What follows belongs to an exercise in optimizing a design on an open flow for small area, a short achievable clock period and few clock cycles per item; a production flow would make more cautious choices. Function was checked by simulation only, so behaviour that the tests miss may differ from the original. Power figures rest on the tool's default switching activity, not on a simulated workload.

v57:
==> flow/design.v (excerpt) <==
module multi_stack_shared_buffer_core #(
   parameter int NUM_STACKS = msb_pkg::NUM_STACKS_DEFAULT,
   parameter int CAPACITY   = msb_pkg::CAPACITY_DEFAULT,
   parameter int DATA_WIDTH = msb_pkg::DATA_WIDTH_DEFAULT
) (
   input  wire logic        clock,
   input  wire logic        reset,
   input  wire logic        req_tvalid,
   output      logic        req_tready,
   input  wire logic [31:0] req_tdata,    
   input  wire logic [3:0]  req_tuser,    
   output      logic        rsp_tvalid,
   input  wire logic        rsp_tready,
   output      logic [31:0] rsp_tdata,    
   output      logic [1:0]  rsp_tuser     
);
Size in the first run: roughly 1400 cells after synthesis, roughly 76 I/O pins, about 0.025 mm² of cells after synthesis.
Settings: LEC_CHECK=0, CAP_MARGIN=20, CORE_MARGIN=2, CORE_UTILIZATION=60, CTS_BUF_LIST=sky130_fd_sc_hd__clkbuf_16, CTS_CLUSTER_DIAMETER=70, CTS_CLUSTER_SIZE=24, SETUP_SLACK_MARGIN=1.9, SLEW_MARGIN=20, TNS_END_PERCENT=0; clock period 4.0 ns.
run.sh (not shown) runs the stock make flow with config.mk's settings and CLKGATE_MAP_FILE= SYNTH_SCRIPT=/design/flow/synth_recipe.tcl, a recipe that flattens the netlist after the stock synthesis.
Testbench counts of v57, summed over its fixed seeds: cycles 8,016, items 8,000.
Input-level comparison between v4 and v57:
- a change of CTS_BUF_LIST from sky130_fd_sc_hd__clkbuf_16 to sky130_fd_sc_hd__clkbuf_8
- a deleted CTS_CLUSTER_DIAMETER that had been 70
- a deleted CTS_CLUSTER_SIZE that had been 24
- a change of CORE_UTILIZATION from 60 to 40
==> flow/flow/run.sh (new file) <==
#!/bin/bash
export BUFFER_PORTS_ARGS="-buffer_cell sky130_fd_sc_hd__buf_2"
export CTS_ARGS="-sink_clustering_enable -repair_clock_nets -dont_use_dummy_load -buf_list sky130_fd_sc_hd__clkbuf_8"
bash standard.sh > standard.log 2>&1
==> flow/standard.sh (new file) <==
#!/bin/bash
# synth_recipe.tcl (not shown) runs the flow's synth.tcl, then flattens the netlist and writes it again
# the make line also repeats each setting of config.mk as NAME=value (left out here)
make -C /OpenROAD-flow-scripts/flow DESIGN_CONFIG=/design/flow/config.mk WORK_HOME=/design/flow/orfs CLKGATE_MAP_FILE= SYNTH_SCRIPT=/design/flow/synth_recipe.tcl "${@:-finish}"
removed: flow/run.sh
==> comparison <==
- v57 reports its critical path endpoint as u_engine.u_data_ram.mem[8][20] while v4 reports u_engine.ne_ff[2].
- Final hold slack: lower on v4
- Vias: v4 fewer than v57
- [v4] proportion of power drawn by combinational gates fell 0.4 points relative to v57
- [v4] clock-buffer cell count rose about 160% relative to v57
- Compare v4 and v57 | clock-net power higher: v4
What v8 does differently from v4 at the input level:
- CTS_BUF_LIST: sky130_fd_sc_hd__clkbuf_8 -> sky130_fd_sc_hd__clkbuf_16
- CTS_CLUSTER_DIAMETER: unset -> 70
- CORE_UTILIZATION: 40 -> 70
- CTS_CLUSTER_SIZE: unset -> 24
- SETUP_SLACK_MARGIN: 1.9 -> 2.5
==> flow/flow/run.sh <==
#!/bin/bash
export BUFFER_PORTS_ARGS="-buffer_cell sky130_fd_sc_hd__buf_2"
export CTS_ARGS="-sink_clustering_enable -repair_clock_nets -dont_use_dummy_load -buf_list sky130_fd_sc_hd__clkbuf_16 -sink_clustering_size 24 -sink_clustering_max_diameter 70"
bash standard.sh > standard.log 2>&1
==> comparison <==
met2 global-route usage in v8 is 24 points higher than in v4
Diff v4 -> v8 | instance count on the critical path | decrease of 1
Compared v8 vs v4, and share of the clock period used by the worst path is down in v8.
Re clock transition at the registers of the reported paths: v8 is 0.03 ns up on v4.

* * *

## v5
Another version of the RTL of multi_stack_shared_buffer_core (not shown whole).
Size in the first run: about 670 flip-flops, about 76 I/O pins.
Settings: LEC_CHECK=0, CAP_MARGIN=20, CORE_MARGIN=2, CORE_UTILIZATION=65, CTS_BUF_LIST=sky130_fd_sc_hd__clkbuf_16, CTS_CLUSTER_DIAMETER=80, CTS_CLUSTER_SIZE=32, SETUP_SLACK_MARGIN=2.3, SLEW_MARGIN=20, TNS_END_PERCENT=0; clock period 4.0 ns.
standard.sh (not shown) runs the stock make flow with config.mk's settings and CLKGATE_MAP_FILE= SYNTH_SCRIPT=/design/flow/synth_recipe.tcl, a recipe that flattens the netlist after the stock synthesis.
==> flow/flow/run.sh <==
#!/bin/bash
export BUFFER_PORTS_ARGS="-buffer_cell sky130_fd_sc_hd__buf_2"
export CTS_ARGS="-sink_clustering_enable -repair_clock_nets -dont_use_dummy_load -buf_list sky130_fd_sc_hd__clkbuf_16 -sink_clustering_size 32 -sink_clustering_max_diameter 80"
bash standard.sh > standard.log 2>&1
Testbench counts of v5, summed over its fixed seeds: cycles 8,016, items 8,000.
What v21 does differently from v5 at the input level:
# v5
export LEC_CHECK = 0
export CAP_MARGIN = 20
export CORE_MARGIN = 2
export CORE_UTILIZATION = 65
export CTS_BUF_LIST = sky130_fd_sc_hd__clkbuf_16
export CTS_CLUSTER_DIAMETER = 80
export CTS_CLUSTER_SIZE = 32
export SETUP_SLACK_MARGIN = 2.3
export SLEW_MARGIN = 20
export TNS_END_PERCENT = 0
create_clock -name core_clock -period 4.0 [get_ports {clock}]
# v21
export LEC_CHECK = 0
export CAP_MARGIN = 20
export CORE_MARGIN = 2
export CORE_UTILIZATION = 65
export CTS_BUF_LIST = sky130_fd_sc_hd__clkbuf_16
export CTS_CLUSTER_DIAMETER = 70
export CTS_CLUSTER_SIZE = 24
export SETUP_SLACK_MARGIN = 2.3
export SLEW_MARGIN = 20
export TNS_END_PERCENT = 0
create_clock -name core_clock -period 4.0 [get_ports {clock}]
==> flow/flow/run.sh <==
#!/bin/bash
export BUFFER_PORTS_ARGS="-buffer_cell sky130_fd_sc_hd__buf_2"
export CTS_ARGS="-sink_clustering_enable -repair_clock_nets -dont_use_dummy_load -buf_list sky130_fd_sc_hd__clkbuf_16 -sink_clustering_size 24 -sink_clustering_max_diameter 70"
bash standard.sh > standard.log 2>&1
The number of filler cells placed in the layout of v5 and that of v21 are within noise of each other.
Cmp v21 and v5 / number of DRC violations after detailed-routing iteration 0 / lower: v5
v21 ended up with nor4b_4 as its slowest library cell on the worst path; v5 ended up with or2_4.
Clock group total power was lower in the run labelled v5.
Compared with v5, v21 has extra setup slack.
Status: routed wire length on met2 parity (v21, v5)
Diode insertion count for antenna repair was lower in v21 than in v5.
--- input diff v21..v26 ---
# v21
export LEC_CHECK = 0
export CAP_MARGIN = 20
export CORE_MARGIN = 2
export CORE_UTILIZATION = 65
export CTS_BUF_LIST = sky130_fd_sc_hd__clkbuf_16
export CTS_CLUSTER_DIAMETER = 70
export CTS_CLUSTER_SIZE = 24
export SETUP_SLACK_MARGIN = 2.3
export SLEW_MARGIN = 20
export TNS_END_PERCENT = 0
create_clock -name core_clock -period 4.0 [get_ports {clock}]
# v26
export LEC_CHECK = 0
export CAP_MARGIN = 20
export CORE_MARGIN = 2
export CORE_UTILIZATION = 70
export CTS_BUF_LIST = sky130_fd_sc_hd__clkbuf_16
export CTS_CLUSTER_DIAMETER = 70
export CTS_CLUSTER_SIZE = 24
export SETUP_SLACK_MARGIN = 2.5
export SLEW_MARGIN = 20
export TNS_END_PERCENT = 0
create_clock -name core_clock -period 4.0 [get_ports {clock}]
- Lower global-route wire length before repair goes to v26 over v21.
- Looking at v21 and v26, the total internal power is a wash.
- v26 against v21: row count moved down, cell area after layout has decreased.
- v26 against v21: wire length moved down, met3 wirelength from detailed routing fell by 140 um.

-- re-timing with driven ports --
No port has a modelled driver above. Below, the same layouts with a new extraction and two added sets of constraints.
Step 1: set_driving_cell puts a clkbuf_16 on clock and a buf_2 on each other input, an assumption about the parent block.
Step 2 times the ports against the registers' clock, not the clock port: input delays grow and output delays shrink by t, the midpoint of the rising clock arrivals with the driver on.
a / b / c = no drivers / after step 1 / after step 2; a / b = the first two.
run | shift t [ns] | setup WS [ns] | slew at the worst register clock pin (ns) | worst slew at a driven data input, ns | pins driven straight from the clock port
v57 | 0.648 | 1.647 / 1.612 / 1.020 | 0.10 / 0.10 | 0.11 | 1
v4 | 0.704 | 1.558 / 1.550 / 0.846 | 0.07 / 0.07 | 0.11 | 1
v8 | 0.574 | 1.572 / 1.563 / 0.989 | 0.10 / 0.10 | 0.08 | 1
v5 | 0.631 | 1.721 / 1.706 / 1.075 | 0.11 / 0.11 | 0.08 | 1
v21 | 0.603 | 1.727 / 1.710 / 1.107 | 0.09 / 0.09 | 0.08 | 1
v26 | 0.573 | 1.598 / 1.598 / 1.036 | 0.09 / 0.09 | 0.09 | 1
After both steps setup and hold are still met in every run listed. The setup slack of v4, which loses most, moves by -0.008 ns with the drivers and by -0.712 ns with both steps.
